Background: an optimization exercise with open tools, aiming at small area, a short achievable clock period and few clock cycles per item. Do not read the settings as production practice. Where RTL was checked, it was by simulation tests only, not by an equivalence proof against the original. Power is estimated from default activity; no workload was simulated.

Design div_top, start of the top module:
module div_top
(
  input  logic        CLK,
  input  logic        RST_N,
  input  logic        in_valid,
  output logic        in_ready,
  input  logic [31:0] in_a,
  input  logic [31:0] in_b,
  input  logic [1:0]  in_op,
  output logic        r_valid,
  input  logic        r_ready,
  output logic [31:0] r_data
);
Settings: LEC_CHECK=0, CAP_MARGIN=5, CORE_MARGIN=2, CORE_UTILIZATION=40, CTS_CLUSTER_DIAMETER=100, CTS_CLUSTER_SIZE=32, SETUP_SLACK_MARGIN=3.5, SLEW_MARGIN=5; clock period 7.0 ns.
run.sh (not shown) runs the stock make flow with config.mk's settings and CLKGATE_MAP_FILE= SYNTH_SCRIPT=/design/flow/synth_recipe.tcl, a recipe that flattens the netlist after the stock synthesis.
Testbench counts at the start, summed over its fixed seeds: cycles 9,848, items 9,600.
==> next run, changes <==
CAP_MARGIN = 20   (was 5)
SETUP_SLACK_MARGIN = 3.7   (was 3.5)
SLEW_MARGIN = 20   (was 5)
What happened:
- total power climbs by 1.2%
- design area climbs by 1.8%
- area after synthesis stays the same
- die area is unchanged
==> next run, changes <==
CAP_MARGIN = 5   (was 20)
CTS_CLUSTER_SIZE = 28   (was 32)
SETUP_SLACK_MARGIN = 3.6   (was 3.7)
SLEW_MARGIN = 5   (was 20)
After rerunning: The new run passed the timing, design-rule and antenna checks. Utilization is lower by 0.29 points. Routed wire length is lower by 1.3%. Sequential share of layout area is higher by 0.32 points. Final cell count barely changes. Hold slack is about the same.
==> next run, changes <==
CAP_MARGIN = 20   (was 5)
CTS_CLUSTER_SIZE = 32   (was 28)
SETUP_SLACK_MARGIN = 3.8   (was 3.6)
SLEW_MARGIN = 20   (was 5)
TNS_END_PERCENT = 10   (was unset)
=> Utilization fell by 0.13 points; synthesized cell count is unchanged; routed wire length grows slightly; setup slack loses 0.18 ns; total power hardly moves; global-route usage climbs by 0.21 points; via count hardly moves.
==> next run, changes <==
SETUP_SLACK_MARGIN = 3.3   (was 3.8)
TNS_END_PERCENT = unset   (was 10)
Total power fell by a few percent.
Synthesized area is unchanged.
Routed wire length goes down by a few percent.
Hold slack improves by 0.014 ns.
Critical path depth is unchanged.
Utilization goes down by 1.0 points.
Die area is unchanged.
Setup slack got worse by 0.13 ns.
Cell count came out lower slightly.
Fmax is lower by a few percent.
==> next run, changes <==
SETUP_SLACK_MARGIN = 3.6   (was 3.3)
Sequential share of layout area goes down by 1.2 points.
Critical path depth went up by 6.
Synthesized area does not change.
Power rises by about 2.5%.
Worst setup slack gets better by 0.24 ns.
Clock power rose by about 2%.
Clock-buffer cell count is lower by 1.
Sequential power stays flat.
Die area stays the same.
Clock skew fell by 0.017 ns.

========
Another version of the RTL of div_top (not shown whole).
Size in the first run: ~7800 cells after synthesis, about 100 I/O pins, roughly 0.086 mm2 of cells after synthesis.
export LEC_CHECK = 0
export CAP_MARGIN = 5
export CORE_MARGIN = 2
export CORE_UTILIZATION = 40
export CTS_CLUSTER_DIAMETER = 100
export CTS_CLUSTER_SIZE = 28
export SETUP_SLACK_MARGIN = 3.6
export SLEW_MARGIN = 5
create_clock -name core_clock -period 7.0 [get_ports {CLK}]
Edit:
Settings changed: CAP_MARGIN 5 to 20, CTS_CLUSTER_SIZE 28 to 32, SLEW_MARGIN 5 to 20.
Effect:
- The changed run finished clean
- via count stays flat
- area after synthesis is unchanged
- wire length barely changes
- synthesized cell count stays the same
- worst setup slack gets worse by 0.039 ns
- maximum frequency fell by 1.1%
- global-route usage barely changes
- clock skew is about the same
- clock-buffer cell count fell by 12
- non-clock buffer count rose by 9
- cell area is about the same
No functional check of the RTL was part of any run of this note.

========
div_top again, from the RTL that the note above started with.
make LEC_CHECK=0 CAP_MARGIN=20 CORE_MARGIN=2 CORE_UTILIZATION=40 CTS_CLUSTER_DIAMETER=100 CTS_CLUSTER_SIZE=32 SETUP_SLACK_MARGIN=3.8 SLEW_MARGIN=20 finish   # period 7.0 ns
The starting point went through all stages and came out clean.
Edit:
Settings changed: SETUP_SLACK_MARGIN 3.8 to 4.1.
Effect: Design area climbs by 5.1%; combinational power climbs by 11%; wire length climbs by 5.4%; clock-buffer cell count drops by 3.
No run of this note included a check of the RTL's function; only the layout flow was run.

========
div_top, a different RTL version from the one above (not shown whole).
For scale: about 8000 cells after synthesis, ~89000 µm² of cells after synthesis.
Design div_top, start of the top module:
module div_top
(
  input  logic        CLK,
  input  logic        RST_N,
  input  logic        in_valid,
  output logic        in_ready,
  input  logic [31:0] in_a,
  input  logic [31:0] in_b,
  input  logic [1:0]  in_op,
  output logic        r_valid,
  input  logic        r_ready,
  output logic [31:0] r_data
);
clock: 7.0 ns
lec_check: 0
cap_margin: 20
core_margin: 2
core_utilization: 40
setup_slack_margin: 3.8
slew_margin: 20
The starting point finished clean.
==> next run, changes <==
CTS_BUF_LIST = sky130_fd_sc_hd__clkbuf_4 sky130_fd_sc_hd__clkbuf_8   (was default)
CTS_CLUSTER_SIZE = 30   (was default)
SETUP_SLACK_MARGIN = 3.4   (was 3.8)
Die area stays the same.
Sequential cell count is unchanged.
Worst setup slack loses 0.078 ns.
Clock skew came out higher by 0.042 ns.
Register-to-register slack loses 0.08 ns.
Worst hold slack loses 0.029 ns.
Function was not checked in any run of this note: the RTL went through the layout flow alone.

========
Another version of the RTL of div_top (not shown whole).
Size: roughly 11000 cells after synthesis, roughly 97000 µm² of cells after synthesis.
export LEC_CHECK = 0
export ABC_AREA = 1
export CAP_MARGIN = 20
export CORE_MARGIN = 2
export CORE_UTILIZATION = 40
export CTS_CLUSTER_DIAMETER = 100
export CTS_CLUSTER_SIZE = 32
export SETUP_SLACK_MARGIN = 3.4
export SLEW_MARGIN = 20
create_clock -name core_clock -period 7.0 [get_ports {CLK}]
Testbench counts at the start, summed over its fixed seeds: cycles 9,856, items 9,600.
==> next run, changes <==
--- a/flow/config.mk
+++ b/flow/config.mk
@@ -8 +7,0 @@
-export ABC_AREA = 1
@@ -11 +10 @@
-export CORE_UTILIZATION = 40
+export CORE_UTILIZATION = 55
Non-clock buffer count rises by 57.
Hold slack loses 6.5 ps.
Wire length falls by well over a third.
Via count falls by a quarter to a third.
Clock-buffer cell count falls by 20.
Power falls by roughly a tenth.
Synthesized area falls by a little under a tenth.
Setup slack loses 180 ps.

========
== the previous run ==
div_top with an RTL version that a note above also has.
Size: ~7800 cells after synthesis, ~2600 flip-flops, roughly 0.087 mm^2 of cells after synthesis.
export LEC_CHECK = 0
export CAP_MARGIN = 20
export CORE_MARGIN = 2
export CORE_UTILIZATION = 40
export CTS_CLUSTER_DIAMETER = 100
export CTS_CLUSTER_SIZE = 32
export SETUP_SLACK_MARGIN = 3.4
export SLEW_MARGIN = 20
create_clock -name core_clock -period 7.0 [get_ports {CLK}]
Testbench counts of the previous run, summed over its fixed seeds: cycles 9,848, items 9,600.
Input-level comparison between the current run and the previous run:
Settings: setting TNS_END_PERCENT to 10 for the first time; changing SETUP_SLACK_MARGIN from 3.4 to 3.6.
Notes after the runs:
On final worst slack: the current run sits below the previous run.
Total power of the current run is higher than that of the previous run.
The current run did not stop at any stage, and its layout met the timing, design-rule and antenna checks.
Having completed the whole flow, the previous run delivered a layout that passed the timing, design-rule and antenna checks.
Compared with the previous run, the current run shows post-detailed-routing wire length higher by 0.44%.
Summary of the current run over the previous run: count of antenna diodes in the layout comparable, net total in the final layout comparable, met1 routed wirelength after detailed routing now larger, shortest clock period the worst path allows after layout now larger.

========
rev 12:
Starting RTL as in the previous note.
make LEC_CHECK=0 CAP_MARGIN=5 CORE_MARGIN=2 CORE_UTILIZATION=40 CTS_CLUSTER_DIAMETER=100 CTS_CLUSTER_SIZE=24 SETUP_SLACK_MARGIN=3.6 SLEW_MARGIN=5 finish   # period 7.0 ns
Rev 12 reached the end of the flow, and the finished layout is clean on the timing, design-rule and antenna checks.
Testbench counts of rev 12, summed over its fixed seeds: cycles 9,848, items 9,600.
--- input diff rev 12..rev 13 ---
Settings: CTS_CLUSTER_SIZE now 32, was 24.
==> comparison <==
Compared with rev 12, rev 13 shows a total number of cells along the worst setup path that is 2 lower.
The routed via count of rev 13 and that of rev 12 are within noise of each other.
Count of nets after finishing delta (rev 13 -> rev 12): insignificant
Final design instance area without fill sits lower in rev 13 than in rev 12.
The more densely filled core belongs to rev 12, not rev 13.
Compare rev 12 and rev 13 | part of the total power dissipated in the clock network lower: rev 13
Rev 12 and rev 13 ended up with roughly the same routing usage on met1.
Post-detailed-route wirelength per cell in rev 13 vs rev 12: down about 0.5%

-- port drivers added, routing unchanged --
Ports are ideal in the flow. The routed layouts listed here were re-timed in OpenROAD. Step 1, drivers: a clkbuf_16 drives CLK and a buf_2 each remaining input, both assumed. Step 2 moves the port delays by t, midway between the first and last clock arrival at a register: inputs arrive t later, outputs are due t later. That takes back most of the time a late clock gives input paths. Slacks: ideal / step 1 / step 2; pairs: ideal / step 1.
run	t (ns)	slack for setup (ns)	worst hold slack (ns)
the first run of note 1	0.855	3.505 / 3.505 / 2.742	0.279 / 0.279 / 0.279
the second run of note 1	0.834	3.599 / 3.599 / 2.962	0.312 / 0.312 / 0.312
the third run of note 1	0.865	3.648 / 3.627 / 2.866	0.312 / 0.312 / 0.312
the fourth run of note 1	0.853	3.464 / 3.464 / 2.739	0.290 / 0.290 / 0.290
the fifth run of note 1	0.855	3.333 / 3.323 / 2.526	0.304 / 0.304 / 0.304
the sixth run of note 1	0.853	3.575 / 3.575 / 2.837	0.300 / 0.300 / 0.300
the first run of note 2	0.852	3.487 / 3.487 / 2.905	0.315 / 0.315 / 0.315
the second run of note 2	0.850	3.447 / 3.447 / 2.914	0.309 / 0.309 / 0.309
the first run of note 3	0.839	3.290 / 3.290 / 3.102	0.304 / 0.304 / 0.304
the second run of note 3	0.841	3.406 / 3.406 / 3.376	0.299 / 0.299 / 0.299
the first run of note 4	0.964	3.453 / 3.453 / 3.010	0.299 / 0.299 / 0.299
the second run of note 4	1.064	3.375 / 3.375 / 2.653	0.270 / 0.270 / 0.270
the first run of note 5	0.893	3.642 / 3.557 / 3.314	0.292 / 0.292 / 0.292
the second run of note 5	0.811	3.461 / 3.461 / 2.717	0.286 / 0.286 / 0.286
the previous run	0.858	3.425 / 3.473 / 2.615	0.304 / 0.304 / 0.304
the current run	0.857	3.348 / 3.408 / 2.550	0.305 / 0.305 / 0.305
rev 12	0.890	3.579 / 3.579 / 2.872	0.280 / 0.280 / 0.280
rev 13	0.836	3.599 / 3.599 / 2.880	0.290 / 0.290 / 0.290
After both steps setup and hold are still met in every run listed. For the previous run, which loses most, drivers alone change the setup slack by +0.048 ns; drivers and shift together by -0.810 ns.
